Source: an optimization exercise on an open RTL-to-GDS flow (aim: small area, a short achievable clock period and few clock cycles per item). Production flows keep margins and buffers that such runs may drop.
The RTL was checked by simulation tests, not by an equivalence proof against the original design.

==> design.v <==
module md4_iter_core (
   input  logic         clk,
   input  logic         rst,
   input  logic         start,
   input  logic         init_sel,
   input  logic [511:0] block_in,
   input  logic [127:0] chain_in,
   output logic         ready,
   output logic         busy,
   output logic         done,
   output logic [127:0] digest
);
   localparam logic [127:0] MD4_IV = 128'h10325476_98badcfe_efcdab89_67452301;
   localparam logic [31:0]  K2 = 32'h5a827999;
   localparam logic [31:0]  K3 = 32'h6ed9eba1;
   logic         busy_q, fin_q, done_q;
   logic [4:0]   cyc_q;
   logic [127:0] digest_q;
   logic [31:0]  b_q, c_q, g1_q, g0_q, p0_q, p1_q, oa_q, ob_q, oc_q, od_q;
   logic [15:0][31:0] x_q;
   logic [2:0]  rnd_q;
   logic [2:0]  rs0_q;    
   logic [5:0]  rs1_q;    
   logic [8:0]  xs0_q;    
   logic [7:0]  xs1_q;    
   logic [1:0]  ks_q;     
   logic [30:0] sel_d;
   function automatic logic [30:0] sel_tbl(input logic [4:0] c);
      case (c)
         5'd0: sel_tbl = 31'b00_01000000_001000000_000010_001_001;
         5'd1: sel_tbl = 31'b00_00000100_000100000_100000_100_001;
         5'd2: sel_tbl = 31'b00_00010000_000000100_000010_001_001;
         5'd3: sel_tbl = 31'b00_00000100_000010000_100000_100_001;
         5'd4: sel_tbl = 31'b00_00010000_010000000_000010_001_001;
         5'd5: sel_tbl = 31'b00_00010000_000001000_100000_100_001;
         5'd6: sel_tbl = 31'b00_01000000_000100000_000010_001_001;
         5'd7: sel_tbl = 31'b01_00100000_100000000_100000_100_001;
         5'd8: sel_tbl = 31'b01_10000000_000010000_000001_001_010;
         5'd9: sel_tbl = 31'b01_00000100_100000000_001000_010_010;
         5'd10: sel_tbl = 31'b01_00010000_010000000_000001_001_010;
         5'd11: sel_tbl = 31'b01_01000000_000100000_001000_010_010;
         5'd12: sel_tbl = 31'b01_00100000_010000000_000001_001_010;
         5'd13: sel_tbl = 31'b01_00001000_100000000_001000_010_010;
         5'd14: sel_tbl = 31'b01_01000000_000010000_000001_001_010;
         5'd15: sel_tbl = 31'b10_10000000_100000000_001000_010_010;
         5'd16: sel_tbl = 31'b10_00010000_000100000_000100_001_100;
         5'd17: sel_tbl = 31'b10_01000000_000100000_010000_100_100;
         5'd18: sel_tbl = 31'b10_00100000_000000100_000100_001_100;
         5'd19: sel_tbl = 31'b10_00000100_000000100_010000_100_100;
         5'd20: sel_tbl = 31'b10_00010000_000000100_000100_001_100;
         5'd21: sel_tbl = 31'b10_10000000_100000000_010000_100_100;
         5'd22: sel_tbl = 31'b10_01000000_000010000_000100_001_100;
         5'd23: sel_tbl = 31'b00_00000010_000000001_010000_100_100;
         5'd24: sel_tbl = 31'b00_00000001_000000010_000001_001_001;
         default: sel_tbl = 31'b00_01000000_001000000_000010_001_001;
      endcase
   endfunction
   logic go;
   assign go = busy_q ? ~fin_q : start;
   assign sel_d = go ? sel_tbl(busy_q ? cyc_q + 5'd1 : 5'd0) : '0;
   function automatic logic [31:0] fsel(input logic [2:0] r, input logic [31:0] b,
                                        input logic [31:0] c, input logic [31:0] d);
      fsel = ({32{r[0]}} & ((b & c) | (~b & d)))
           | ({32{r[1]}} & ((b & c) | (b & d) | (c & d)))
           | ({32{r[2]}} & (b ^ c ^ d));
   endfunction
   function automatic logic [31:0] rotl(input logic [31:0] v, input int s);
      rotl = (v << s) | (v >> (32 - s));
   endfunction
   logic [127:0] cv;
   assign cv = init_sel ? MD4_IV : chain_in;
   function automatic logic [63:0] fg(input logic [2:0] r, input logic [31:0] c,
                                      input logic [31:0] d);
      logic [31:0] g1, g0;
      g1 = ({32{r[0]}} & c) | ({32{r[1]}} & (c | d)) | ({32{r[2]}} & ~(c ^ d));
      g0 = ({32{r[0]}} & d) | ({32{r[1]}} & (c & d)) | ({32{r[2]}} & (c ^ d));
      fg = {g1, g0};
   endfunction
   function automatic logic [31:0] stepadd(input logic [31:0] b, input logic [63:0] g,
                                           input logic [31:0] p);
      logic [31:0] pp, gg, p0, gn, pn;
      pp = ({32{b}} & (g[63:32] ^ p)) | (~{32{b}} & (g[31:0] ^ p));
      gg = ({32{b}} & (g[63:32] & p)) | (~{32{b}} & (g[31:0] & p));
      p0 = pp;
      for (int l = 1; l < 32; l = l * 2) begin
         gn = gg;
         pn = pp;
         for (int i = l; i < 32; i++) begin
            gn[i] = gg[i] | (pp[i] & gg[i - l]);
            pn[i] = pp[i] & pp[i - l];
         end
         gg = gn;
         pp = pn;
      end
      stepadd = p0 ^ {gg[30:0], 1'b0};
   endfunction
   logic [31:0] s0, n0, s1, n1, b_d, c_d;
   logic ld_q;    
   assign s0 = stepadd(b_q, {g1_q, g0_q}, p0_q);
   assign n0 = ({32{rs0_q[0]}} & rotl(s0, 3))
             | ({32{rs0_q[1]}} & rotl(s0, 9))
             | ({32{rs0_q[2]}} & rotl(s0, 11));
   assign s1 = stepadd(n0, fg(rnd_q, b_q, c_q), p1_q);
   assign n1 = ({32{rs1_q[0]}} & rotl(s1, 5))
             | ({32{rs1_q[1]}} & rotl(s1, 7))
             | ({32{rs1_q[2]}} & rotl(s1, 9))
             | ({32{rs1_q[3]}} & rotl(s1, 13))
             | ({32{rs1_q[4]}} & rotl(s1, 15))
             | ({32{rs1_q[5]}} & rotl(s1, 19));
   logic [63:0] gnext;
   assign gnext = ld_q ? {cv[95:64], cv[127:96]} : fg(sel_d[2:0], n0, b_q);
   logic [31:0] xr0, xr1, ao0, ao1, xo0, xo1, ko, q0, q1;
   assign xr0 = ({32{xs0_q[0]}} & oa_q)
              | ({32{xs0_q[1]}} & oc_q)
              | ({32{xs0_q[2]}} & x_q[10])
              | ({32{xs0_q[3]}} & x_q[12])
              | ({32{xs0_q[4]}} & x_q[13])
              | ({32{xs0_q[5]}} & x_q[14])
              | ({32{xs0_q[6]}} & x_q[2])
              | ({32{xs0_q[7]}} & x_q[5])
              | ({32{xs0_q[8]}} & x_q[6]);
   assign xr1 = ({32{xs1_q[0]}} & ob_q)
              | ({32{xs1_q[1]}} & od_q)
              | ({32{xs1_q[2]}} & x_q[1])
              | ({32{xs1_q[3]}} & x_q[11])
              | ({32{xs1_q[4]}} & x_q[13])
              | ({32{xs1_q[5]}} & x_q[14])
              | ({32{xs1_q[6]}} & x_q[3])
              | ({32{xs1_q[7]}} & x_q[8]);
   assign ao0 = ld_q ? cv[31:0] : c_q;
   assign ao1 = ld_q ? cv[127:96] : b_q;
   assign xo0 = ld_q ? block_in[31:0] : xr0;
   assign xo1 = ld_q ? block_in[63:32] : xr1;
   assign ko  = ({32{ks_q[0]}} & K2) | ({32{ks_q[1]}} & K3);
   assign q0 = ao0 + xo0 + ko;
   assign q1 = ao1 + xo1 + ko;
   logic acc;
   assign acc = start & ~busy_q;
   always_ff @(posedge clk or posedge rst) begin
      if (rst) begin
         busy_q   <= 1'b0;
         fin_q    <= 1'b0;
         done_q   <= 1'b0;
         cyc_q    <= '0;
         digest_q <= '0;
         {ks_q, xs1_q, xs0_q, rs1_q, rs0_q, rnd_q} <= '0;
         ld_q     <= 1'b1;
      end else begin
         done_q <= 1'b0;
         {ks_q, xs1_q, xs0_q, rs1_q, rs0_q, rnd_q} <= sel_d;
         ld_q   <= ~go;
         if (acc) begin
            busy_q <= 1'b1;
            cyc_q  <= '0;
         end else if (busy_q) begin
            cyc_q <= cyc_q + 5'd1;
            if (cyc_q == 5'd23) fin_q <= 1'b1;
            if (fin_q) begin
               fin_q    <= 1'b0;
               busy_q   <= 1'b0;
               done_q   <= 1'b1;
               digest_q <= {p1_q, q0, q1, p0_q};
            end
         end
      end
   end
   always_ff @(posedge clk) begin
      p0_q <= q0;
      p1_q <= q1;
      b_q <= n1 | ({32{ld_q}} & cv[63:32]);
      c_q <= n0 | ({32{ld_q}} & cv[95:64]);
      {g1_q, g0_q} <= gnext;
      if (!busy_q) begin
         x_q <= block_in;
         oa_q <= cv[31:0];
         ob_q <= cv[63:32];
         oc_q <= cv[95:64];
         od_q <= cv[127:96];
      end else begin
         x_q[0] <= x_q[6];
         x_q[1] <= x_q[5];
         x_q[2] <= x_q[14];
         x_q[3] <= x_q[10];
         x_q[4] <= x_q[2];
         x_q[5] <= x_q[15];
         x_q[6] <= x_q[1];
         x_q[7] <= x_q[8];
         x_q[8] <= x_q[11];
         x_q[9] <= x_q[3];
         x_q[10] <= x_q[0];
         x_q[11] <= x_q[13];
         x_q[12] <= x_q[7];
         x_q[13] <= x_q[12];
         x_q[14] <= x_q[4];
         x_q[15] <= x_q[9];
      end
   end
   assign busy   = busy_q;
   assign ready  = ~busy_q;
   assign done   = done_q;
   assign digest = digest_q;
endmodule
==> flow/run.sh <==
#!/bin/bash
set -euo pipefail
bash standard.sh 'BUFFER_PORTS_ARGS=-buffer_cell sky130_fd_sc_hd__buf_1' SETUP_SLACK_MARGIN=3 finish > standard_flow.log 2>&1
==> standard.sh <==
#!/bin/bash
# synth_recipe.tcl (not shown) runs the flow's synth.tcl, then flattens the netlist and writes it again
# the make line also repeats each setting of config.mk as NAME=value (left out here)
make -C /OpenROAD-flow-scripts/flow DESIGN_CONFIG=/design/flow/config.mk WORK_HOME=/design/flow/orfs CLKGATE_MAP_FILE= SYNTH_SCRIPT=/design/flow/synth_recipe.tcl "${@:-finish}"
==> config.mk <==
export PLATFORM = sky130hd
export DESIGN_NAME = md4_iter_core
export DESIGN_NICKNAME = md4_iter_core
export VERILOG_FILES = /design/flow/design.v
export SDC_FILE = /design/flow/constraint.sdc
export NUM_CORES = 4
export LEC_CHECK = 0
export CAP_MARGIN = 20
export CORE_MARGIN = 2
export CORE_UTILIZATION = 40
export CTS_BUF_LIST = sky130_fd_sc_hd__clkbuf_4 sky130_fd_sc_hd__clkbuf_8
export SLEW_MARGIN = 20
==> constraint.sdc <==
create_clock -name core_clock -period 12.0 [get_ports {clk}]
set_input_delay 2.4000 -clock core_clock [delete_from_list [all_inputs] [get_ports {clk}]]
set_output_delay 2.4000 -clock core_clock [all_outputs]
set_load 0.01 [all_outputs]
==> impl_metrics.xml, run 1 <==
<?xml version="1.0" encoding="UTF-8"?>
<metrics>
  <group name="outcome">
    <metric name="status" unit="">no timing/DRC/antenna violations</metric>
  </group>
  <group name="grt">
    <metric name="grt_start_max_net_pins" unit="">170</metric>
    <metric name="grt_pass1_vias" unit="">43200</metric>
    <metric name="grt_first_pass_wirelength" unit="um">326000</metric>
    <metric name="grt_antenna_before_repair" unit="">53</metric>
    <metric name="gr-total-overflow" unit="">0</metric>
    <metric name="track_usage" unit="">0.346</metric>
  </group>
  <group name="clock_tree">
    <metric name="number_of_buffers_inserted_to_repair_setup_after_cts" unit="">0</metric>
    <metric name="cts_inserted_buffers" unit="">174</metric>
    <metric name="htreeDepth" unit="">4</metric>
    <metric name="cts-root-to-sink-buffers" unit="">3</metric>
    <metric name="cts-root-buf" unit="">sky130_fd_sc_hd__clkbuf_8</metric>
    <metric name="clock_insertion_delay_worst_skew" unit="ns">0.97</metric>
    <metric name="holdBufCountCts" unit="">0</metric>
    <metric name="cts_num_sinks" unit="">997</metric>
    <metric name="clkTransAtPathRegs" unit="ns">0.06</metric>
    <metric name="clock_tree_from_tritoncts" unit="">built</metric>
    <metric name="cts_resized" unit="">0</metric>
  </group>
  <group name="route">
    <metric name="vias_per_cell" unit="">6.01</metric>
    <metric name="routed-wl-met3" unit="um">25800</metric>
    <metric name="wl_met1" unit="um">101000</metric>
    <metric name="wl_met2" unit="um">102000</metric>
    <metric name="route.final.wire_length" unit="um">240000</metric>
    <metric name="drt_iter0_markers" unit="">6616</metric>
    <metric name="num_vias" unit="">45900</metric>
    <metric name="antenna_left" unit="">0</metric>
    <metric name="highest_layer" unit="">met5</metric>
    <metric name="post-route-drc-count" unit="">0</metric>
    <metric name="detailedRoute.firstPassIterationCount" unit="">8</metric>
    <metric name="routedWlPerCell" unit="um">31.4</metric>
  </group>
  <group name="critical_path">
    <metric name="critical_path_peak_fanout" unit="">3</metric>
    <metric name="worstSetupStartpointType" unit="">input port</metric>
    <metric name="critical_path.endpoint_type" unit="">register</metric>
    <metric name="kind_of_critical_path" unit="">input port to register</metric>
    <metric name="crit_arrival" unit="ns">9.11</metric>
    <metric name="critical_path_required" unit="ns">12.80</metric>
  </group>
  <group name="timing">
    <metric name="finalSetupViolations" unit="">0</metric>
    <metric name="fin_setup_tns" unit="ns">0</metric>
    <metric name="tightest_slew" unit="ns">1.31</metric>
    <metric name="finalCriticalPeriod" unit="ns">8.30</metric>
    <metric name="max-slew-margin-rel" unit="">0.123</metric>
    <metric name="worst_slack" unit="ns">3.70</metric>
    <metric name="max_freq" unit="GHz">0.120</metric>
    <metric name="fin_worst_skew" unit="ns">0.0861</metric>
    <metric name="finalMaxSlewViolations" unit="">0</metric>
    <metric name="grt_setup_unrepaired" unit="">false</metric>
    <metric name="timing.final.crit_share" unit="">0.692</metric>
    <metric name="report.final.hold_viol_count" unit="">0</metric>
  </group>
  <group name="cells_and_area">
    <metric name="layout.filler_cells" unit="">12500</metric>
    <metric name="flow.area_growth_from_synthesis" unit="%">16.8</metric>
    <metric name="final_layout_size_suffix_gt1_frac" unit="">0.204</metric>
    <metric name="number_of_nets_in_the_finished_design" unit="">6741</metric>
    <metric name="count_of_placed_standard_cells_in_the_final_layout_fillers_left_out" unit="">7640</metric>
    <metric name="fin_area" unit="um^2">61000</metric>
  </group>
  <group name="floorplan">
    <metric name="width_of_the_die" unit="um">365</metric>
    <metric name="die_height" unit="um">365</metric>
    <metric name="core_area" unit="um^2">130000</metric>
    <metric name="start_util" unit="">0.403</metric>
    <metric name="die_area" unit="um^2">134000</metric>
    <metric name="fp-row-count" unit="">132</metric>
    <metric name="ios" unit="">775</metric>
  </group>
  <group name="synthesis">
    <metric name="post_synth_instance_area" unit="um^2">52300</metric>
    <metric name="syn-instance-count" unit="">4986</metric>
    <metric name="ys_seq_elements" unit="">997</metric>
    <metric name="async_reset_ff_frac" unit="">0.165</metric>
    <metric name="postSynthAreaPerCell" unit="um^2">10.5</metric>
    <metric name="yosysWarningCount" unit="">1</metric>
    <metric name="count_of_flip_flops_with_a_built_in_enable_after_synthesis" unit="">128</metric>
    <metric name="synth-main-ff-cell" unit="">sky130_fd_sc_hd__dfxtp_1</metric>
    <metric name="count_of_cell_types_in_the_netlist" unit="">93</metric>
    <metric name="synth_sequential_area_ratio" unit="">0.422</metric>
  </group>
  <group name="worst_hold_path">
    <metric name="worstHoldPathType" unit="">register to register</metric>
  </group>
  <group name="place">
    <metric name="instance_count_after_placement_with_tap_cells_included" unit="">7281</metric>
    <metric name="hpwlAfterDp" unit="um">188000</metric>
    <metric name="dp_worst_slack" unit="ns">2.78</metric>
    <metric name="port-buffer-count" unit="">774</metric>
    <metric name="place_congestion" unit="">0.989</metric>
    <metric name="postPlaceCellArea" unit="um^2">56900</metric>
  </group>
  <group name="job">
    <metric name="drv_cap" unit="">0</metric>
  </group>
</metrics>
-- cell type report --
type                       count  area, um^2  area share
clock buffer                 264        3380      0.0553
clock inverter                62         648      0.0106
tap                         1742        2180      0.0357
timing repair buffer         862        3600      0.0591
sequential                   997       22100       0.362
inverter                     270        1030      0.0169
antenna                       32        80.1     0.00131
multi-input combinational   3411       28000       0.459
-- cells in the mapped netlist, types with 49 or more instances --
master                     count  area (um^2)
sky130_fd_sc_hd__nand2_1     333         1250
sky130_fd_sc_hd__nor3_1       49          245
sky130_fd_sc_hd__o21ai_0     153          766
sky130_fd_sc_hd__clkbuf_1    268         1010
sky130_fd_sc_hd__a222oi_1     98          981
sky130_fd_sc_hd__a221oi_1     61          534
sky130_fd_sc_hd__ha_1        331         4140
sky130_fd_sc_hd__a22oi_1     208         1560
sky130_fd_sc_hd__nand3_1      80          400
sky130_fd_sc_hd__fa_1         50         1000
sky130_fd_sc_hd__mux2i_1     130         1300
sky130_fd_sc_hd__inv_1       266          998
sky130_fd_sc_hd__nand4_1      62          388
sky130_fd_sc_hd__nor2b_1      71          444
sky130_fd_sc_hd__mux2_2      695         7830
sky130_fd_sc_hd__xnor2_1      93          815
sky130_fd_sc_hd__dfrtp_1     164         4100
sky130_fd_sc_hd__dfxtp_1     704        14100
sky130_fd_sc_hd__nor2_1      217          815
sky130_fd_sc_hd__edfxtp_1    128         3840
sky130_fd_sc_hd__a21oi_1     194          971
-- worst max-delay path: stages --
cell	delay, ns
sky130_fd_sc_hd__buf_1	0.14
sky130_fd_sc_hd__o21ai_1	0.66
sky130_fd_sc_hd__fa_1	0.31
sky130_fd_sc_hd__inv_1	0.09
sky130_fd_sc_hd__ha_1	0.24
sky130_fd_sc_hd__fa_1	0.46
sky130_fd_sc_hd__a21o_1	0.17
sky130_fd_sc_hd__a21oi_1	0.21
sky130_fd_sc_hd__o21bai_1	0.09
sky130_fd_sc_hd__a21oi_1	0.32
sky130_fd_sc_hd__o21bai_1	0.11
sky130_fd_sc_hd__a21oi_1	0.30
sky130_fd_sc_hd__o21ai_0	0.28
sky130_fd_sc_hd__o41ai_1	0.44
sky130_fd_sc_hd__o21ai_0	0.29
sky130_fd_sc_hd__o41ai_1	0.67
sky130_fd_sc_hd__o2111ai_1	0.30
sky130_fd_sc_hd__a21o_1	0.26
sky130_fd_sc_hd__a21o_1	0.20
sky130_fd_sc_hd__a211oi_1	0.43
sky130_fd_sc_hd__o21ai_0	0.15
sky130_fd_sc_hd__a21oi_1	0.20
sky130_fd_sc_hd__xnor2_1	0.10
sky130_fd_sc_hd__mux2_2	0.27
-- sequential cells by signal (all words and copies together) (netlist names), 8 cells and up --
register	count
od_q	32
oa_q	32
x_q	512
xs1_q	8
p1_q	32
digest_q	128
c_q	32
oc_q	32
p0_q	32
ob_q	32
g0_q	32
g1_q	32
b_q	32
-- placed cells by master (no fill, tap or decap), drive strengths merged, types with 63 or more instances in the layout --
master / count
ha: 331
nor2b: 71
a221oi: 63
nand2: 333
buf: 860
nor2: 217
nand3: 80
clkbuf: 266
a222oi: 98
inv: 282
dfxtp: 704
mux2i: 133
dfrtp: 164
xnor2: 94
o21ai: 168
edfxtp: 128
a21oi: 195
mux2: 697
a22oi: 208
-- layer usage --
layer  global-route usage  vias to the layer above
met3               0.0880                      465
met5                    0                        -
met2                0.507                     2880
li1                     -                    20000
met4                0.152                       20
met1                0.478                    22600
-- through the flow --
step / hold WS, ns / utilization
floorplan: 0.426 / -
global placement: 0.436 / 0.439
detailed placement: 0.440 / 0.439
CTS: 0.432 / 0.470
global route: 0.445 / 0.470
finish: 0.427 / 0.471
-- kinds of logic after synthesis --
kind of cell             Yosys count  synth area share
multiplexers                     830             0.176
adder cells (fa/ha/maj)          381            0.0984
AO/OA/AOI/OAI                   1129             0.157
XOR/XNOR                         118            0.0199
AND/OR/NAND/NOR                  953            0.0851
flip-flops                       997             0.422
buffers and inverters            578            0.0418
-- path summary, 6_finish.rpt --
| kind | start | end | slack (ns) | cells past startpoint |
|---|---|---|---|---|
| setup / recovery | block_in[32] | digest_q[63] | 3.70 | 24 |
| hold / removal | x_q[242] | x_q[402] | 0.43 | 1 |
| setup reg to reg | p0_q[11] | b_q[5] | 3.89 | 24 |
| hold reg to reg | x_q[242] | x_q[402] | 0.43 | 1 |
| max in group asynchronous | rst | busy_q | 9.02 | 3 |
| min in group asynchronous | rst | digest_q[98] | 1.56 | 2 |
Testbench counts, summed over its fixed seeds: cycles 13,312, blocks 512.
==> run 2, diff against run 1 <==
==> flow/run.sh (replaced) <==
#!/bin/bash
set -euo pipefail
bash standard.sh 'BUFFER_PORTS_ARGS=-buffer_cell sky130_fd_sc_hd__buf_1' SETUP_SLACK_MARGIN=8 finish > standard_flow.log 2>&1
==> run 2 against run 1 <==
Compared with the run above: sequential share of layout area down 3.7 points; worst hold slack better by 0.011 ns; still clean; via count up 6.9%; maximum frequency up 31%; cell area up 12%; cell count up 4.0%; critical path type unchanged; utilization up 5.4 points.
==> impl_metrics.xml, run 2 <==
<?xml version="1.0" encoding="UTF-8"?>
<metrics>
  <group name="cells_and_area">
    <metric name="flow.area_growth_from_synthesis" unit="%">30.3</metric>
    <metric name="largest-register" unit="">x_q</metric>
    <metric name="number_of_nets_in_the_finished_design" unit="">7031</metric>
    <metric name="layout_commonest_cell" unit="">sky130_fd_sc_hd__buf_1</metric>
    <metric name="final_layout_size_suffix_gt1_frac" unit="">0.334</metric>
    <metric name="largestRegisters" unit="">x_q: 512 flops, digest_q: 128 flops</metric>
    <metric name="layout_common_cells" unit="">sky130_fd_sc_hd__buf_1, sky130_fd_sc_hd__dfxtp_1, sky130_fd_sc_hd__mux2_2, sky130_fd_sc_hd__nand2_1, sky130_fd_sc_hd__ha_1</metric>
    <metric name="largest_register_ff_count" unit="">512</metric>
  </group>
  <group name="clock_tree">
    <metric name="clock_tree_from_tritoncts" unit="">built</metric>
    <metric name="clock_insertion_delay_worst_skew" unit="ns">0.97</metric>
    <metric name="cts-root-buf" unit="">sky130_fd_sc_hd__clkbuf_8</metric>
    <metric name="holdBufCountCts" unit="">0</metric>
    <metric name="htreeDepth" unit="">4</metric>
    <metric name="cts-root-to-sink-buffers" unit="">3</metric>
    <metric name="clkTransAtPathRegs" unit="ns">0.07</metric>
    <metric name="cts_num_sinks" unit="">997</metric>
    <metric name="cts_inserted_buffers" unit="">174</metric>
  </group>
  <group name="critical_path">
    <metric name="crit_slowest_cell" unit="">sky130_fd_sc_hd__fa_1</metric>
    <metric name="crit_cells" unit="">22</metric>
    <metric name="critical_path.max_stage_delay" unit="ns">0.52</metric>
    <metric name="path_cells" unit="">clkbuf_16 &gt; buf_6 &gt; buf_12 &gt; nor2_2 &gt; nand2_1 &gt; o21ai_2 &gt; fa_1 &gt; inv_1 &gt; ha_1 &gt; nor3_1 &gt; nor2_1 &gt; o41ai_2 &gt; o21ai_1 &gt; o41ai_2 &gt; o2111ai_1 &gt; a21o_1 &gt; a21o_1 &gt; a211oi_4 &gt; o21bai_1 &gt; a21oi_2 &gt; xnor2_1 &gt; mux2_4</metric>
    <metric name="critical_path.top_delay_family" unit="">compound AO/OA/AOI/OAI gates</metric>
    <metric name="critical_path.reg2reg.startpoint" unit="">ld_q</metric>
    <metric name="crit-reg2reg-capture" unit="">digest_q[61]</metric>
    <metric name="kind_of_critical_path" unit="">input port to register</metric>
    <metric name="critical_path.endpoint_type" unit="">register</metric>
    <metric name="crit_arrival" unit="ns">7.17</metric>
    <metric name="timing.reg2reg.worst_path_depth" unit="">24</metric>
    <metric name="cp.buffers_inverters" unit="">4</metric>
    <metric name="worstSetupStartpointType" unit="">input port</metric>
    <metric name="critical_path_peak_fanout" unit="">5</metric>
    <metric name="r2r_slack" unit="ns">5.89</metric>
    <metric name="critical_path_required" unit="ns">12.83</metric>
  </group>
  <group name="grt">
    <metric name="grt_pass1_vias" unit="">46500</metric>
    <metric name="grt_start_max_net_pins" unit="">170</metric>
    <metric name="track_usage" unit="">0.407</metric>
    <metric name="grt_first_pass_wirelength" unit="um">376000</metric>
    <metric name="grt_antenna_before_repair" unit="">75</metric>
    <metric name="gr-total-overflow" unit="">0</metric>
  </group>
  <group name="synthesis">
    <metric name="syn-instance-count" unit="">4986</metric>
    <metric name="count_of_flip_flops_with_a_built_in_enable_after_synthesis" unit="">128</metric>
    <metric name="post_synth_instance_area" unit="um^2">52300</metric>
    <metric name="count_of_cell_types_in_the_netlist" unit="">93</metric>
    <metric name="yosys.area.top_type_share" unit="">0.270</metric>
    <metric name="yosys.cell_count.top_type" unit="">sky130_fd_sc_hd__dfxtp_1</metric>
    <metric name="async_reset_ff_frac" unit="">0.165</metric>
    <metric name="yosys-top-cells-area" unit="">sky130_fd_sc_hd__dfxtp_1, sky130_fd_sc_hd__mux2_2, sky130_fd_sc_hd__ha_1</metric>
    <metric name="postSynthAreaPerCell" unit="um^2">10.5</metric>
    <metric name="yosysWarningCount" unit="">1</metric>
    <metric name="synth_largest_area_cell" unit="">sky130_fd_sc_hd__dfxtp_1</metric>
    <metric name="netlist_top_cells_count" unit="">sky130_fd_sc_hd__dfxtp_1, sky130_fd_sc_hd__mux2_2, sky130_fd_sc_hd__nand2_1, sky130_fd_sc_hd__ha_1, sky130_fd_sc_hd__clkbuf_1</metric>
    <metric name="synth-main-ff-cell" unit="">sky130_fd_sc_hd__dfxtp_1</metric>
    <metric name="ys_seq_elements" unit="">997</metric>
    <metric name="synth_sequential_area_ratio" unit="">0.422</metric>
  </group>
  <group name="route">
    <metric name="vias_per_cell" unit="">6.18</metric>
    <metric name="routedWlPerCell" unit="um">35.4</metric>
    <metric name="detailedRoute.firstPassIterationCount" unit="">11</metric>
    <metric name="post-route-drc-count" unit="">0</metric>
    <metric name="route.final.wire_length" unit="um">281000</metric>
    <metric name="num_vias" unit="">49100</metric>
    <metric name="antenna_left" unit="">0</metric>
    <metric name="drt_iter0_markers" unit="">7343</metric>
  </group>
  <group name="place">
    <metric name="hpwlAfterDp" unit="um">217000</metric>
    <metric name="port-buffer-count" unit="">774</metric>
    <metric name="place_congestion" unit="">1.05</metric>
  </group>
  <group name="timing">
    <metric name="finalMaxSlewViolations" unit="">0</metric>
    <metric name="grt_setup_unrepaired" unit="">true</metric>
    <metric name="finalCriticalPeriod" unit="ns">6.34</metric>
    <metric name="max-slew-margin-rel" unit="">0.121</metric>
    <metric name="timing.final.crit_share" unit="">0.528</metric>
    <metric name="report.final.hold_viol_count" unit="">0</metric>
    <metric name="max_freq" unit="GHz">0.158</metric>
    <metric name="fin_worst_skew" unit="ns">0.0648</metric>
    <metric name="finalSetupViolations" unit="">0</metric>
    <metric name="tightest_slew" unit="ns">1.31</metric>
    <metric name="fin_setup_tns" unit="ns">0</metric>
  </group>
  <group name="floorplan">
    <metric name="ios" unit="">775</metric>
    <metric name="die_height" unit="um">365</metric>
    <metric name="fp-row-count" unit="">132</metric>
    <metric name="die_area" unit="um^2">134000</metric>
    <metric name="width_of_the_die" unit="um">365</metric>
    <metric name="start_util" unit="">0.403</metric>
    <metric name="core_area" unit="um^2">130000</metric>
  </group>
  <group name="worst_hold_path">
    <metric name="holdPathStages" unit="">1</metric>
    <metric name="worstHoldPathType" unit="">register to register</metric>
    <metric name="timing.hold.worst_endpoint" unit="">x_q[123]</metric>
    <metric name="timing.hold.worst.start" unit="">x_q[347]</metric>
  </group>
  <group name="outcome">
    <metric name="status" unit="">no timing/DRC/antenna violations</metric>
  </group>
  <group name="job">
    <metric name="drv_cap" unit="">0</metric>
  </group>
</metrics>
## run 2: cell count changes in the layout (fill, tap and decap cells not counted), moves of 37 or more
cell	change
sky130_fd_sc_hd__a21oi_1	-71
sky130_fd_sc_hd__a21oi_2	+53
sky130_fd_sc_hd__a22oi_1	-37
sky130_fd_sc_hd__a22oi_2	+37
sky130_fd_sc_hd__buf_4	+149
sky130_fd_sc_hd__buf_6	+117
sky130_fd_sc_hd__mux2i_1	-49
sky130_fd_sc_hd__mux2i_4	+37
sky130_fd_sc_hd__o21ai_0	-42
sky130_fd_sc_hd__xnor2_1	-52
## run 2: logic make-up (layout without fill, tap and decap cells)
| family | count (synthesis) | after routing | share of synthesized area |
|---|---|---|---|
| other cells | 0 | 54 | 0 |
| mux | 830 | 831 | 0.176 |
| fa+ha+maj | 381 | 381 | 0.0984 |
| simple gates | 953 | 954 | 0.0851 |
| flops | 997 | 997 | 0.422 |
| buf+inv | 578 | 1742 | 0.0418 |
| compound gates | 1129 | 1129 | 0.157 |
| xor+xnor | 118 | 118 | 0.0199 |
## run 2: per-layer routing
metal  up-vias  part of all wire  track usage
met1     24300              0.37        0.499
li1      20500                 -            -
met2      3383              0.42        0.595
met4        22             0.093        0.330
met3       872              0.12        0.117
met5         -           0.00050            0
## run 2: worst max-delay path by stage
| stage | startpoint | endpoint | slack, ns |
|---|---|---|---|
| 6_report | init_sel | digest_q[61] | 5.66 |
| 5_1_grt | init_sel | digest_q[61] | 5.64 |
| 4_1_cts | init_sel | digest_q[95] | 5.95 |
| 3_5_place_dp | init_sel | digest_q[95] | 4.01 |
| 3_3_place_gp | init_sel | digest_q[95] | 4.10 |
| 2_1_floorplan | init_sel | digest_q[61] | 4.97 |
## run 2: per-stage QoR
stage	setup WS (ns)	instance area [um^2]	utilization	hold WS (ns)	cells
after floorplan	4.97	53500	-	0.426	4986
after global placement	4.10	57800	0.446	0.436	7280
after detailed placement	4.01	57900	0.446	0.440	7280
after CTS	5.95	66000	0.509	0.428	7805
after global routing	5.64	68000	0.525	0.458	7935
final	5.66	68100	0.525	0.438	7948
## run 2: what timing repair did
| action | CTS | global route |
|---|---|---|
| setup buffers | 194 | 89 |
| gates cloned | 9 | 0 |
| resized for setup | 522 | 257 |
| hold endpoints to repair | 0 | 0 |
| pin swaps | 124 | 154 |
| setup endpoints to repair | 315 | 263 |
## run 2: final cells by class
type | count | area (um^2)
multi-input combinational | 3413 | 32000
timing repair buffer | 1149 | 6600
inverter | 270 | 1070
sequential | 997 | 22200
antenna | 54 | 135
timing repair inverter | 1 | 7.51
fill | 11800 | 61600
clock inverter | 37 | 400
clock buffer | 285 | 3500
tap | 1742 | 2180
==> run 3, diff against run 2 <==
==> flow/run.sh (replaced) <==
#!/bin/bash
set -euo pipefail
bash standard.sh 'BUFFER_PORTS_ARGS=-buffer_cell sky130_fd_sc_hd__buf_1' SETUP_SLACK_MARGIN=7 finish > standard_flow.log 2>&1
==> run 3 against run 2 <==
Compared with the run above: cell area shrank 4.1%; sequential share of layout area grew 1.4 points; worst hold slack worse by 0.0032 ns; first-iteration DRC count shrank 8.2%; utilization decreased by 2.2 points; global-route usage is 4.0 points lower; register-to-register slack got worse by 0.15 ns; critical path type unchanged; highest routed layer unchanged.
==> impl_metrics.xml, run 3 <==
<?xml version="1.0" encoding="UTF-8"?>
<metrics>
  <group name="outcome">
    <metric name="status" unit="">no timing/DRC/antenna violations</metric>
  </group>
  <group name="cells_and_area">
    <metric name="final_layout_size_suffix_gt1_frac" unit="">0.289</metric>
    <metric name="largestRegisters" unit="">x_q: 512 flops, digest_q: 128 flops</metric>
    <metric name="layout_common_cells" unit="">sky130_fd_sc_hd__buf_1, sky130_fd_sc_hd__mux2_2, sky130_fd_sc_hd__dfxtp_1, sky130_fd_sc_hd__nand2_1, sky130_fd_sc_hd__ha_1</metric>
    <metric name="finish.utilization" unit="">0.504</metric>
    <metric name="number_of_nets_in_the_finished_design" unit="">6926</metric>
    <metric name="flow.area_growth_from_synthesis" unit="%">24.9</metric>
    <metric name="layout_commonest_cell" unit="">sky130_fd_sc_hd__buf_1</metric>
    <metric name="largest-register" unit="">x_q</metric>
    <metric name="fin_area" unit="um^2">65300</metric>
    <metric name="layout.filler_cells" unit="">12000</metric>
    <metric name="largest_register_ff_count" unit="">512</metric>
  </group>
  <group name="floorplan">
    <metric name="fp-row-count" unit="">132</metric>
    <metric name="start_util" unit="">0.403</metric>
    <metric name="ios" unit="">775</metric>
    <metric name="die_height" unit="um">365</metric>
    <metric name="die_area" unit="um^2">134000</metric>
    <metric name="core_area" unit="um^2">130000</metric>
    <metric name="width_of_the_die" unit="um">365</metric>
  </group>
  <group name="route">
    <metric name="route.final.wire_length" unit="um">255000</metric>
    <metric name="vias_per_cell" unit="">6.07</metric>
    <metric name="routedWlPerCell" unit="um">32.6</metric>
    <metric name="antenna_left" unit="">0</metric>
    <metric name="num_vias" unit="">47500</metric>
    <metric name="detailedRoute.firstPassIterationCount" unit="">12</metric>
    <metric name="post-route-drc-count" unit="">0</metric>
    <metric name="drt_iter0_markers" unit="">6741</metric>
  </group>
  <group name="synthesis">
    <metric name="synth_sequential_area_ratio" unit="">0.422</metric>
    <metric name="yosysWarningCount" unit="">1</metric>
    <metric name="post_synth_instance_area" unit="um^2">52300</metric>
    <metric name="netlist_top_cells_count" unit="">sky130_fd_sc_hd__dfxtp_1, sky130_fd_sc_hd__mux2_2, sky130_fd_sc_hd__nand2_1, sky130_fd_sc_hd__ha_1, sky130_fd_sc_hd__clkbuf_1</metric>
    <metric name="synth_largest_area_cell" unit="">sky130_fd_sc_hd__dfxtp_1</metric>
    <metric name="syn-instance-count" unit="">4986</metric>
    <metric name="yosys.cell_count.top_type" unit="">sky130_fd_sc_hd__dfxtp_1</metric>
    <metric name="postSynthAreaPerCell" unit="um^2">10.5</metric>
    <metric name="yosys.area.top_type_share" unit="">0.270</metric>
    <metric name="async_reset_ff_frac" unit="">0.165</metric>
    <metric name="ys_seq_elements" unit="">997</metric>
    <metric name="synth-main-ff-cell" unit="">sky130_fd_sc_hd__dfxtp_1</metric>
    <metric name="count_of_cell_types_in_the_netlist" unit="">93</metric>
    <metric name="count_of_flip_flops_with_a_built_in_enable_after_synthesis" unit="">128</metric>
    <metric name="yosys-top-cells-area" unit="">sky130_fd_sc_hd__dfxtp_1, sky130_fd_sc_hd__mux2_2, sky130_fd_sc_hd__ha_1</metric>
  </group>
  <group name="clock_tree">
    <metric name="clkTransAtPathRegs" unit="ns">0.06</metric>
    <metric name="cts-root-to-sink-buffers" unit="">3</metric>
    <metric name="htreeDepth" unit="">4</metric>
    <metric name="clock_tree_from_tritoncts" unit="">built</metric>
    <metric name="cts_inserted_buffers" unit="">174</metric>
    <metric name="holdBufCountCts" unit="">0</metric>
    <metric name="clock_insertion_delay_worst_skew" unit="ns">0.97</metric>
    <metric name="cts_num_sinks" unit="">997</metric>
    <metric name="cts-root-buf" unit="">sky130_fd_sc_hd__clkbuf_8</metric>
  </group>
  <group name="critical_path">
    <metric name="critical_path.max_stage_delay" unit="ns">0.40</metric>
    <metric name="worst_setup_path_endpoint" unit="">digest_q[61]</metric>
    <metric name="launching_element_of_the_worst_setup_path" unit="">block_in[32]</metric>
    <metric name="crit_slowest_cell" unit="">sky130_fd_sc_hd__o21ai_4</metric>
    <metric name="critical_path.reg2reg.startpoint" unit="">ld_q</metric>
    <metric name="r2r_slack" unit="ns">5.74</metric>
    <metric name="critical_path_peak_fanout" unit="">3</metric>
    <metric name="timing.reg2reg.worst_path_depth" unit="">26</metric>
    <metric name="crit_cells" unit="">24</metric>
    <metric name="critical_path.top_delay_family" unit="">compound AO/OA/AOI/OAI gates</metric>
    <metric name="crit_arrival" unit="ns">7.19</metric>
    <metric name="path_cells" unit="">buf_8 &gt; o21ai_4 &gt; fa_2 &gt; inv_2 &gt; ha_4 &gt; fa_2 &gt; a21o_1 &gt; a21oi_2 &gt; o21bai_1 &gt; a21oi_2 &gt; o21bai_1 &gt; a21oi_2 &gt; o21ai_2 &gt; o41ai_4 &gt; o21ai_2 &gt; o41ai_4 &gt; o2111ai_2 &gt; a21o_1 &gt; a21o_1 &gt; a211oi_2 &gt; o21bai_1 &gt; a21oi_1 &gt; xnor2_1 &gt; mux2_4</metric>
    <metric name="crit-reg2reg-capture" unit="">digest_q[61]</metric>
    <metric name="worstSetupStartpointType" unit="">input port</metric>
    <metric name="critical_path.endpoint_type" unit="">register</metric>
    <metric name="critical_path_required" unit="ns">12.82</metric>
    <metric name="kind_of_critical_path" unit="">input port to register</metric>
    <metric name="cp.buffers_inverters" unit="">2</metric>
  </group>
  <group name="grt">
    <metric name="grt_pass1_vias" unit="">44600</metric>
    <metric name="gr-total-overflow" unit="">0</metric>
    <metric name="track_usage" unit="">0.368</metric>
    <metric name="grt_antenna_before_repair" unit="">74</metric>
    <metric name="grt_first_pass_wirelength" unit="um">344000</metric>
    <metric name="grt_start_max_net_pins" unit="">151</metric>
  </group>
  <group name="worst_hold_path">
    <metric name="worstHoldPathType" unit="">register to register</metric>
  </group>
  <group name="timing">
    <metric name="report.final.hold_viol_count" unit="">0</metric>
    <metric name="finalCriticalPeriod" unit="ns">6.37</metric>
    <metric name="fin_setup_tns" unit="ns">0</metric>
    <metric name="max-slew-margin-rel" unit="">0.164</metric>
    <metric name="max_freq" unit="GHz">0.157</metric>
    <metric name="worst_slack" unit="ns">5.63</metric>
    <metric name="grt_setup_unrepaired" unit="">true</metric>
    <metric name="finalMaxSlewViolations" unit="">0</metric>
    <metric name="finalSetupViolations" unit="">0</metric>
    <metric name="fin_worst_skew" unit="ns">0.0694</metric>
    <metric name="tightest_slew" unit="ns">1.25</metric>
    <metric name="timing.final.crit_share" unit="">0.531</metric>
  </group>
  <group name="place">
    <metric name="hpwlAfterDp" unit="um">194000</metric>
    <metric name="postPlaceCellArea" unit="um^2">57300</metric>
    <metric name="dp_worst_slack" unit="ns">3.46</metric>
    <metric name="place_congestion" unit="">1.05</metric>
    <metric name="port-buffer-count" unit="">774</metric>
  </group>
  <group name="job">
    <metric name="drv_cap" unit="">0</metric>
  </group>
</metrics>
## run 3: cell count changes in the layout (fill, tap and decap cells not counted), sizes merged, moves of 8 or more
cell    change
clkbuf     -20
buf       -101
clkinv     +12
bufinv      +8
diode      -23
## run 3: worst min-delay path by stage
stage	from	end	slack, ns	cells after the start
after floorplan	x_q[223]	x_q[31]	0.43	2
after global placement	x_q[28]	x_q[348]	0.43	1
after detailed placement	x_q[224]	x_q[384]	0.44	1
after CTS	x_q[303]	x_q[495]	0.43	1
after global routing	x_q[315]	x_q[507]	0.46	1
final	x_q[304]	x_q[496]	0.44	1
## run 3: what timing repair did
item                                    4_1_cts  5_1_grt
buffers inserted                            119       66
gates resized for setup                     336      144
cloned                                        4        0
endpoints found under the setup margin      115      105
pin swaps                                   111       94
## run 3: kinds of logic (layout without fill, tap and decap cells)
| group | count (synthesis) | in the layout | share of synthesized area |
|---|---|---|---|
| buffers and inverters | 578 | 1638 | 0.0418 |
| AO/OA/AOI/OAI | 1129 | 1129 | 0.157 |
| flip-flops | 997 | 997 | 0.422 |
| other | 0 | 31 | 0 |
| multiplexers | 830 | 830 | 0.176 |
| AND/OR/NAND/NOR | 953 | 953 | 0.0851 |
| XOR/XNOR | 118 | 118 | 0.0199 |
| adder cells (fa/ha/maj) | 381 | 381 | 0.0984 |
## run 3: final cells by class
cell class / instances / area, um^2 / share of cell area
timing repair buffer: 1047 / 5300 / 0.0812
sequential: 997 / 22200 / 0.339
antenna: 31 / 77.6 / 0.00119
clock buffer: 265 / 3310 / 0.0507
inverter: 270 / 1030 / 0.0158
tap: 1742 / 2180 / 0.0334
multi-input combinational: 3411 / 30500 / 0.468
clock inverter: 56 / 704 / 0.0108
## run 3: per-stage QoR
step | hold WS [ns] | cells
2_1_floorplan | 0.426 | 4986
3_3_place_gp | 0.434 | 7275
3_5_place_dp | 0.439 | 7278
4_1_cts | 0.435 | 7722
5_1_grt | 0.460 | 7807
6_report | 0.435 | 7819
## run 3: metal layers
layer | vias up | GRT usage | share of wire
li1 | 20300 | - | -
met1 | 23400 | 0.486 | 0.40
met2 | 3040 | 0.527 | 0.41
met3 | 636 | 0.116 | 0.12
met4 | 58 | 0.208 | 0.064
met5 | - | 0 | 0.0014
==> run 4, diff against run 3 <==
--- a/design.v
+++ b/design.v
@@ -134,4 +134,4 @@
    assign ko  = ({32{ks_q[0]}} & K2) | ({32{ks_q[1]}} & K3);
-   assign q0 = ao0 + xo0 + ko;
-   assign q1 = ao1 + xo1 + ko;
+   md4_add3 u_add0 (.a(ao0), .b(xo0), .c(ko), .s(q0));
+   md4_add3 u_add1 (.a(ao1), .b(xo1), .c(ko), .s(q1));
    logic acc;
@@ -202 +202,9 @@
 endmodule
+module md4_add3 (
+   input  logic [31:0] a,
+   input  logic [31:0] b,
+   input  logic [31:0] c,
+   output logic [31:0] s
+);
+   assign s = a + b + c;
+endmodule
--- a/config.mk
+++ b/config.mk
@@ -12 +12,2 @@
 export SLEW_MARGIN = 20
+export SYNTH_HIERARCHICAL = 1
==> run 4 against run 3 <==
Compared with the run above: still clean on timing, DRC and antenna; sequential share of layout area shrank 0.87 points; register-to-register slack gained 0.26 ns; cell count grew 2.1%; flip-flop and latch count is the same; die area grew 2.5%; first-iteration DRC count shrank 6.6%; critical path type is now register to register; non-clock buffer count shrank 45.
==> impl_metrics.xml, run 4 <==
<?xml version="1.0" encoding="UTF-8"?>
<metrics>
  <group name="synthesis">
    <metric name="count_of_cell_types_in_the_netlist" unit="">112</metric>
    <metric name="yosysWarningCount" unit="">7</metric>
    <metric name="synth_sequential_area_ratio" unit="">0.412</metric>
    <metric name="synth-main-ff-cell" unit="">sky130_fd_sc_hd__dfxtp_1</metric>
    <metric name="syn-instance-count" unit="">5154</metric>
    <metric name="async_reset_ff_frac" unit="">0.165</metric>
    <metric name="yosys.area.top_type_share" unit="">0.263</metric>
    <metric name="count_of_flip_flops_with_a_built_in_enable_after_synthesis" unit="">128</metric>
    <metric name="postSynthAreaPerCell" unit="um^2">10.4</metric>
    <metric name="post_synth_instance_area" unit="um^2">53600</metric>
    <metric name="yosys-top-cells-area" unit="">sky130_fd_sc_hd__dfxtp_1, sky130_fd_sc_hd__mux2_2, sky130_fd_sc_hd__dfrtp_1</metric>
    <metric name="ys_seq_elements" unit="">997</metric>
    <metric name="yosys.cell_count.top_type" unit="">sky130_fd_sc_hd__dfxtp_1</metric>
    <metric name="synth_largest_area_cell" unit="">sky130_fd_sc_hd__dfxtp_1</metric>
    <metric name="netlist_top_cells_count" unit="">sky130_fd_sc_hd__dfxtp_1, sky130_fd_sc_hd__mux2_2, sky130_fd_sc_hd__nand2_1, sky130_fd_sc_hd__ha_1, sky130_fd_sc_hd__a22oi_1</metric>
  </group>
  <group name="clock_tree">
    <metric name="holdBufCountCts" unit="">0</metric>
    <metric name="cts-root-to-sink-buffers" unit="">3</metric>
    <metric name="clock_insertion_delay_worst_skew" unit="ns">0.99</metric>
    <metric name="clkTransAtPathRegs" unit="ns">0.07</metric>
    <metric name="cts_inserted_buffers" unit="">174</metric>
    <metric name="cts-root-buf" unit="">sky130_fd_sc_hd__clkbuf_8</metric>
    <metric name="htreeDepth" unit="">4</metric>
    <metric name="clock_tree_from_tritoncts" unit="">built</metric>
    <metric name="cts_num_sinks" unit="">997</metric>
  </group>
  <group name="grt">
    <metric name="grt_pass1_vias" unit="">46900</metric>
    <metric name="use_met2" unit="">0.563</metric>
    <metric name="met3_track_usage_gr" unit="">0.125</metric>
    <metric name="grt_start_max_net_pins" unit="">88</metric>
    <metric name="track_usage" unit="">0.382</metric>
    <metric name="grt_antenna_before_repair" unit="">59</metric>
    <metric name="grt.busiest_layer" unit="">met2</metric>
    <metric name="grt_first_pass_wirelength" unit="um">368000</metric>
    <metric name="gr-total-overflow" unit="">0</metric>
    <metric name="grt_util_met1" unit="">0.482</metric>
  </group>
  <group name="outcome">
    <metric name="status" unit="">no timing/DRC/antenna violations</metric>
  </group>
  <group name="cells_and_area">
    <metric name="largest-register" unit="">x_q</metric>
    <metric name="layout_common_cells" unit="">sky130_fd_sc_hd__buf_1, sky130_fd_sc_hd__mux2_2, sky130_fd_sc_hd__dfxtp_1, sky130_fd_sc_hd__nand2_1, sky130_fd_sc_hd__ha_1</metric>
    <metric name="flow.area_growth_from_synthesis" unit="%">25.1</metric>
    <metric name="number_of_nets_in_the_finished_design" unit="">7058</metric>
    <metric name="final_layout_size_suffix_gt1_frac" unit="">0.301</metric>
    <metric name="largest_register_ff_count" unit="">512</metric>
    <metric name="largestRegisters" unit="">x_q: 512 flops, digest_q: 128 flops</metric>
    <metric name="count_of_placed_standard_cells_in_the_final_layout_fillers_left_out" unit="">7983</metric>
    <metric name="layout_commonest_cell" unit="">sky130_fd_sc_hd__buf_1</metric>
  </group>
  <group name="critical_path">
    <metric name="critical_path_peak_fanout" unit="">7</metric>
    <metric name="critical_path.endpoint_type" unit="">register</metric>
    <metric name="path_cells" unit="">mux2i_1 &gt; o211ai_1 &gt; a21boi_0 &gt; o21ai_0 &gt; xnor2_2 &gt; nor2b_1 &gt; mux2_4 &gt; nor3_4 &gt; mux2_4 &gt; ha_4 &gt; nor2_4 &gt; nand3_2 &gt; o31a_1 &gt; a2111oi_4 &gt; a2111o_1 &gt; a311oi_4 &gt; o21ai_2 &gt; buf_4 &gt; a221oi_4 &gt; buf_4 &gt; a221o_1 &gt; a221oi_2 &gt; o2111ai_1</metric>
    <metric name="critical_path.top_delay_family" unit="">compound AO/OA/AOI/OAI gates</metric>
    <metric name="critical_path.max_stage_delay" unit="ns">0.55</metric>
    <metric name="worstSetupStartpointType" unit="">register</metric>
    <metric name="critical_path_required" unit="ns">12.82</metric>
    <metric name="cp.buffers_inverters" unit="">2</metric>
    <metric name="crit_slowest_cell" unit="">sky130_fd_sc_hd__dfxtp_2</metric>
    <metric name="kind_of_critical_path" unit="">register to register</metric>
    <metric name="crit_arrival" unit="ns">6.82</metric>
  </group>
  <group name="route">
    <metric name="vias_per_cell" unit="">6.15</metric>
    <metric name="num_vias" unit="">49100</metric>
    <metric name="drt_iter0_markers" unit="">6293</metric>
    <metric name="detailedRoute.firstPassIterationCount" unit="">9</metric>
    <metric name="antenna_left" unit="">0</metric>
    <metric name="routedWlPerCell" unit="um">34.1</metric>
    <metric name="post-route-drc-count" unit="">0</metric>
    <metric name="route.final.wire_length" unit="um">272000</metric>
  </group>
  <group name="timing">
    <metric name="fin_worst_skew" unit="ns">0.0708</metric>
    <metric name="max_freq" unit="GHz">0.167</metric>
    <metric name="grt_setup_unrepaired" unit="">true</metric>
    <metric name="fin_setup_tns" unit="ns">0</metric>
    <metric name="max-slew-margin-rel" unit="">0.147</metric>
    <metric name="tightest_slew" unit="ns">1.28</metric>
    <metric name="report.final.hold_viol_count" unit="">0</metric>
    <metric name="fin_hold_ws" unit="ns">0.446</metric>
    <metric name="finalMaxSlewViolations" unit="">0</metric>
    <metric name="finalSetupViolations" unit="">0</metric>
    <metric name="timing.final.crit_share" unit="">0.500</metric>
    <metric name="finalCriticalPeriod" unit="ns">6.00</metric>
  </group>
  <group name="floorplan">
    <metric name="die_height" unit="um">370</metric>
    <metric name="width_of_the_die" unit="um">370</metric>
    <metric name="die_area" unit="um^2">137000</metric>
    <metric name="ios" unit="">775</metric>
    <metric name="fp-row-count" unit="">134</metric>
    <metric name="start_util" unit="">0.402</metric>
    <metric name="core_area" unit="um^2">133000</metric>
  </group>
  <group name="worst_hold_path">
    <metric name="worstHoldPathType" unit="">register to register</metric>
  </group>
  <group name="job">
    <metric name="drv_cap" unit="">0</metric>
  </group>
  <group name="place">
    <metric name="place_congestion" unit="">1.05</metric>
    <metric name="instance_count_after_placement_with_tap_cells_included" unit="">7478</metric>
    <metric name="port-buffer-count" unit="">774</metric>
    <metric name="hpwlAfterDp" unit="um">210000</metric>
  </group>
</metrics>
## run 4: changes by cell type after synthesis, sizes merged, moves of 15 or more
cell	delta
nor2	+18
a221o	-19
a21oi	+33
buf	+23
xor2	+19
o21ai	+23
a22o	-26
a22oi	+50
nand2	+21
a211oi	+15
xnor2	-22
clkbuf	-15
nor2b	+17
inv	-58
## run 4: worst paths after layout
kind / start / end / slack [ns] / cells after the start
min in group asynchronous: rst / digest_q[19] / 1.65 / 2
min: x_q[241] / x_q[401] / 0.45 / 1
max in group asynchronous: rst / digest_q[72] / 8.57 / 4
min reg2reg: x_q[241] / x_q[401] / 0.45 / 1
max: b_q[27] / b_q[3] / 6.00 / 23
max reg2reg: b_q[27] / b_q[3] / 6.00 / 23
## run 4: cells by family after synthesis
| family | Yosys count | share of synthesized area |
|---|---|---|
| buffers and inverters | 528 | 0.0381 |
| AO/OA/AOI/OAI | 1244 | 0.166 |
| AND/OR/NAND/NOR | 1062 | 0.0958 |
| flip-flops | 997 | 0.412 |
| adder cells (fa/ha/maj) | 381 | 0.0980 |
| other | 1 | 0.0000700 |
| XOR/XNOR | 115 | 0.0189 |
| multiplexers | 826 | 0.171 |
## run 4: what timing repair did
item	CTS	global route
pin swaps	83	89
resized for setup	346	155
endpoints found under the setup margin	134	236
setup buffers	82	59
cloned	3	3
## run 4: Yosys stat by module (local to each module, per instance)
module	cells	flip-flops and latches
md4_iter_core	4562	997
md4_add3	296	0
## run 4: routing by layer
layer  wire (um)  vias up
met5         169        -
met4       19600       22
met3       32400      711
met2      115000     3274
met1      104000    24100
li1            -    21000
## run 4: per-stage QoR
stage | setup slack [ns] | util | cell area, um^2
global placement | 4.81 | 0.445 | 59200
finish | 6.00 | 0.504 | 67000
detailed placement | 4.84 | 0.445 | 59200
floorplan | 6.43 | - | 54900
CTS | 6.09 | 0.493 | 65600
global route | 5.80 | 0.503 | 67000
## run 4: cell type report
| class | instances | area [um^2] |
|---|---|---|
| antenna | 38 | 95.1 |
| clock buffer | 267 | 3360 |
| clock inverter | 53 | 649 |
| fill | 12400 | 66100 |
| inverter | 212 | 827 |
| multi-input combinational | 3646 | 32800 |
| sequential | 997 | 22200 |
| tap | 1768 | 2210 |
| timing repair buffer | 1002 | 4900 |
## run 4: worst register-to-register path, stage by stage, from the launching register on
cell and delay [ns]:
sky130_fd_sc_hd__dfxtp_2 0.55, sky130_fd_sc_hd__mux2i_1 0.51, sky130_fd_sc_hd__o211ai_1 0.19, sky130_fd_sc_hd__a21boi_0 0.31, sky130_fd_sc_hd__o21ai_0 0.22, sky130_fd_sc_hd__xnor2_2 0.33
sky130_fd_sc_hd__nor2b_1 0.08, sky130_fd_sc_hd__mux2_4 0.31, sky130_fd_sc_hd__nor3_4 0.17, sky130_fd_sc_hd__mux2_4 0.34, sky130_fd_sc_hd__ha_4 0.18, sky130_fd_sc_hd__nor2_4 0.13
sky130_fd_sc_hd__nand3_2 0.07, sky130_fd_sc_hd__o31a_1 0.33, sky130_fd_sc_hd__a2111oi_4 0.34, sky130_fd_sc_hd__a2111o_1 0.23, sky130_fd_sc_hd__a311oi_4 0.13, sky130_fd_sc_hd__o21ai_2 0.20
sky130_fd_sc_hd__buf_4 0.15, sky130_fd_sc_hd__a221oi_4 0.08, sky130_fd_sc_hd__buf_4 0.16, sky130_fd_sc_hd__a221o_1 0.41, sky130_fd_sc_hd__a221oi_2 0.28, sky130_fd_sc_hd__o2111ai_1 0.15
Testbench counts of run 4, summed over its fixed seeds: cycles 13,312, blocks 512.
==> run 5, diff against run 4 <==
--- a/config.mk
+++ b/config.mk
@@ -7,2 +7,3 @@
 export LEC_CHECK = 0
+export ABC_AREA = 1
 export CAP_MARGIN = 20
==> run 5 against run 4 <==
Compared with the run above: critical endpoint is now g0_q[27]; worst hold slack worse by 0.053 ns; maximum frequency is 13% higher; clock skew is 0.0027 ns lower.
==> impl_metrics.xml, run 5 <==
<?xml version="1.0" encoding="UTF-8"?>
<metrics>
  <group name="timing">
    <metric name="grt_setup_unrepaired" unit="">false</metric>
    <metric name="report.final.hold_viol_count" unit="">0</metric>
    <metric name="fin_setup_tns" unit="ns">0</metric>
    <metric name="finalCriticalPeriod" unit="ns">5.30</metric>
    <metric name="fin_worst_skew" unit="ns">0.0681</metric>
    <metric name="finalSetupViolations" unit="">0</metric>
    <metric name="finalMaxSlewViolations" unit="">0</metric>
    <metric name="max_freq" unit="GHz">0.189</metric>
    <metric name="tightest_slew" unit="ns">1.30</metric>
    <metric name="timing.final.crit_share" unit="">0.442</metric>
    <metric name="max-slew-margin-rel" unit="">0.124</metric>
  </group>
  <group name="synthesis">
    <metric name="synth-main-ff-cell" unit="">sky130_fd_sc_hd__dfxtp_1</metric>
    <metric name="netlist_top_cells_count" unit="">sky130_fd_sc_hd__nand2_1, sky130_fd_sc_hd__inv_1, sky130_fd_sc_hd__dfxtp_1, sky130_fd_sc_hd__ha_1, sky130_fd_sc_hd__nor2_1</metric>
    <metric name="yosysWarningCount" unit="">7</metric>
    <metric name="largest_family_of_logic_cells_by_synthesized_area" unit="">simple AND/OR/NAND/NOR gates</metric>
    <metric name="postSynthAreaPerCell" unit="um^2">6.97</metric>
    <metric name="ys_seq_elements" unit="">997</metric>
    <metric name="yosys.area.top_type_share" unit="">0.249</metric>
    <metric name="yosys-mux-area-fraction" unit="">0</metric>
    <metric name="yosys-top-cells-area" unit="">sky130_fd_sc_hd__dfxtp_1, sky130_fd_sc_hd__nand2_1, sky130_fd_sc_hd__dfrtp_1</metric>
    <metric name="async_reset_ff_frac" unit="">0.165</metric>
    <metric name="post_synth_instance_area" unit="um^2">56700</metric>
    <metric name="yosys.cell_count.top_type" unit="">sky130_fd_sc_hd__nand2_1</metric>
    <metric name="post_synth_fa_ha_maj_area_fraction" unit="">0.0926</metric>
    <metric name="count_of_cell_types_in_the_netlist" unit="">62</metric>
    <metric name="syn-instance-count" unit="">8139</metric>
    <metric name="synth_simple_gate_area_frac" unit="">0.348</metric>
    <metric name="synth_largest_area_cell" unit="">sky130_fd_sc_hd__dfxtp_1</metric>
    <metric name="synth_sequential_area_ratio" unit="">0.389</metric>
    <metric name="area_fraction_in_compound_gates_after_synthesis" unit="">0.0843</metric>
    <metric name="count_of_flip_flops_with_a_built_in_enable_after_synthesis" unit="">128</metric>
    <metric name="yosys.area_share.xor_xnor" unit="">0.00942</metric>
  </group>
  <group name="floorplan">
    <metric name="ios" unit="">775</metric>
    <metric name="die_height" unit="um">380</metric>
    <metric name="die_area" unit="um^2">145000</metric>
    <metric name="start_util" unit="">0.402</metric>
    <metric name="width_of_the_die" unit="um">380</metric>
    <metric name="fp-row-count" unit="">138</metric>
    <metric name="core_area" unit="um^2">141000</metric>
  </group>
  <group name="grt">
    <metric name="grt_start_max_net_pins" unit="">191</metric>
    <metric name="grt_pass1_vias" unit="">56800</metric>
    <metric name="met3_track_usage_gr" unit="">0.0981</metric>
    <metric name="grt_util_met1" unit="">0.557</metric>
    <metric name="grt.busiest_layer" unit="">met2</metric>
    <metric name="gr-total-overflow" unit="">0</metric>
    <metric name="use_met2" unit="">0.695</metric>
    <metric name="track_usage" unit="">0.458</metric>
    <metric name="grt_first_pass_wirelength" unit="um">458000</metric>
    <metric name="grt_antenna_before_repair" unit="">48</metric>
  </group>
  <group name="cells_and_area">
    <metric name="final_layout_size_suffix_gt1_frac" unit="">0.0995</metric>
    <metric name="layout_commonest_cell" unit="">sky130_fd_sc_hd__nand2_1</metric>
    <metric name="largest-register" unit="">x_q</metric>
    <metric name="layout_common_cells" unit="">sky130_fd_sc_hd__nand2_1, sky130_fd_sc_hd__buf_1, sky130_fd_sc_hd__inv_1, sky130_fd_sc_hd__dfxtp_1, sky130_fd_sc_hd__ha_1</metric>
    <metric name="flow.area_growth_from_synthesis" unit="%">16.3</metric>
    <metric name="largest_register_ff_count" unit="">512</metric>
    <metric name="number_of_nets_in_the_finished_design" unit="">9897</metric>
    <metric name="largestRegisters" unit="">x_q: 512 flops, digest_q: 128 flops</metric>
  </group>
  <group name="worst_hold_path">
    <metric name="holdPathStages" unit="">2</metric>
    <metric name="timing.hold.worst_endpoint" unit="">x_q[326]</metric>
    <metric name="worstHoldPathType" unit="">register to register</metric>
    <metric name="timing.hold.worst.start" unit="">x_q[6]</metric>
  </group>
  <group name="critical_path">
    <metric name="r2r_slack" unit="ns">6.75</metric>
    <metric name="worstSetupStartpointType" unit="">input port</metric>
    <metric name="kind_of_critical_path" unit="">input port to register</metric>
    <metric name="critical_path.endpoint_type" unit="">register</metric>
    <metric name="timing.reg2reg.worst_path_depth" unit="">11</metric>
    <metric name="crit-reg2reg-capture" unit="">g0_q[27]</metric>
    <metric name="critical_path_required" unit="ns">12.63</metric>
    <metric name="critical_path.reg2reg.startpoint" unit="">busy_q</metric>
    <metric name="critical_path_peak_fanout" unit="">33</metric>
    <metric name="crit_arrival" unit="ns">5.93</metric>
  </group>
  <group name="clock_tree">
    <metric name="clock_insertion_delay_worst_skew" unit="ns">0.99</metric>
    <metric name="cts-root-to-sink-buffers" unit="">3</metric>
    <metric name="holdBufCountCts" unit="">0</metric>
    <metric name="cts_num_sinks" unit="">997</metric>
    <metric name="cts-root-buf" unit="">sky130_fd_sc_hd__clkbuf_8</metric>
    <metric name="htreeDepth" unit="">4</metric>
    <metric name="cts_inserted_buffers" unit="">176</metric>
    <metric name="clkTransAtPathRegs" unit="ns">0.07</metric>
    <metric name="clock_tree_from_tritoncts" unit="">built</metric>
  </group>
  <group name="route">
    <metric name="route.final.wire_length" unit="um">342000</metric>
    <metric name="antenna_left" unit="">0</metric>
    <metric name="vias_per_cell" unit="">5.58</metric>
    <metric name="drt_iter0_markers" unit="">7934</metric>
    <metric name="num_vias" unit="">61100</metric>
    <metric name="routedWlPerCell" unit="um">31.2</metric>
    <metric name="post-route-drc-count" unit="">0</metric>
    <metric name="detailedRoute.firstPassIterationCount" unit="">6</metric>
  </group>
  <group name="place">
    <metric name="hpwlAfterDp" unit="um">280000</metric>
    <metric name="port-buffer-count" unit="">774</metric>
    <metric name="place_congestion" unit="">1.07</metric>
  </group>
  <group name="job">
    <metric name="drv_cap" unit="">0</metric>
  </group>
  <group name="outcome">
    <metric name="status" unit="">no timing/DRC/antenna violations</metric>
  </group>
</metrics>
[run 5: cell types whose count changed in the layout (fill, tap and decap cells not counted), moves of 116 or more]
cell / before / now
sky130_fd_sc_hd__buf_4: 192 / 76
sky130_fd_sc_hd__nand2_1: 326 / 3735
sky130_fd_sc_hd__o21ai_0: 115 / 254
sky130_fd_sc_hd__a22oi_1: 255 / 1
sky130_fd_sc_hd__nand3_1: 86 / 293
sky130_fd_sc_hd__mux2_2: 687 / 0
sky130_fd_sc_hd__inv_1: 199 / 753
[run 5: logic make-up (layout without fill, tap and decap cells)]
logic type,count (synthesis),after routing
other,1,41
XOR/XNOR,55,55
AND/OR/NAND/NOR,4778,4778
adder cells (fa/ha/maj),381,381
AO/OA/AOI/OAI,770,770
flip-flops,997,997
buffers and inverters,1157,2024
[run 5: metal layers]
metal	wire length, um	vias to the layer above
li1	-	27200
met1	129000	29100
met2	146000	3772
met3	32700	942
met4	34400	22
met5	149	-
[run 5: area by class of cell]
cell class | instances | area (um^2)
Fill cell | 15000 | 75100
Sequential cell | 997 | 22100
Clock buffer | 273 | 3460
Clock inverter | 54 | 566
Timing Repair Buffer | 859 | 3640
Inverter | 838 | 3160
Antenna cell | 25 | 62.6
Multi-Input combinational cell | 6000 | 30600
Tap cell | 1890 | 2360
[run 5: through the flow]
stage | instances | hold slack (ns) | setup slack [ns] | area (um^2) | utilization
final | 10900 | 0.393 | 6.70 | 65900 | 0.467
after global routing | 10900 | 0.419 | 7.00 | 65900 | 0.467
after CTS | 10900 | 0.390 | 7.01 | 65700 | 0.466
after detailed placement | 10600 | 0.408 | 5.65 | 61500 | 0.436
after global placement | 10600 | 0.407 | 5.41 | 61500 | 0.436
after floorplan | 8154 | 0.403 | 6.82 | 56800 | -
[run 5: timing repair]
action | CTS | global route
pin swaps | 4 | 5
endpoints found under the setup margin | 123 | 71
setup buffers | 3 | 1
endpoints found under the hold margin | 0 | 0
resized for setup | 29 | 62
[run 5: critical path, stage by stage]
cell                      delay (ns)
sky130_fd_sc_hd__buf_1          0.07
sky130_fd_sc_hd__nor2_1         0.44
sky130_fd_sc_hd__nor2_1         0.35
sky130_fd_sc_hd__nand2_2        0.11
sky130_fd_sc_hd__buf_4          0.54
sky130_fd_sc_hd__inv_2          0.14
sky130_fd_sc_hd__buf_4          0.33
sky130_fd_sc_hd__nand2_1        0.12
sky130_fd_sc_hd__o21ai_0        0.08
sky130_fd_sc_hd__a21oi_1        0.61
sky130_fd_sc_hd__o21ai_0        0.64
[run 5: how the worst max path moves through the flow]
stage                  start            to  slack, ns  cells after the start
finish                 start      g0_q[27]       6.70                     11
global route        init_sel  digest_q[57]       7.00                     16
CTS                    start      g0_q[27]       7.01                     11
detailed placement  init_sel  digest_q[52]       5.65                     19
global placement    init_sel  digest_q[63]       5.41                     17
floorplan             busy_q         ready       6.82                      4
[run 5: per-module statistics from Yosys, one instance, submodules excluded]
module	area, um^2	copies in the design	flops+latches	cells inside
md4_add3	2920	2	0	501
md4_iter_core	50900	1	997	7137

## static timing again, ports no longer ideal
How much do the figures lean on ideal ports? The routed layouts below were timed once more, with nothing changed but the port constraints.
Step 1 sets driving cells, clkbuf_16 on the clock port and buf_2 on the other inputs (assumed; they add their load-dependent delay and slew).
Step 2, shift: input delay + t, output delay - t, t = (earliest + latest rising clock arrival at the registers) / 2. This alone moves slack from input paths to output paths.
a / b / c = ideal / step 1 / step 2; a / b = the first two.
run | t (ns) | slack for setup (ns) | worst slew at a driven data input, ns
run 1 | 1.010 | 3.696 / 3.706 / 2.696 | 0.23
run 2 | 1.025 | 5.663 / 5.522 / 4.497 | 0.32
run 3 | 1.011 | 5.631 / 5.392 / 4.381 | 0.34
run 4 | 1.040 | 6.002 / 6.002 / 5.745 | 0.30
run 5 | 1.042 | 6.702 / 6.750 / 5.724 | 0.22
After both steps setup and hold are still met in every run listed. The setup slack of run 3, which loses most, moves by -0.239 ns with the drivers and by -1.250 ns with both steps.
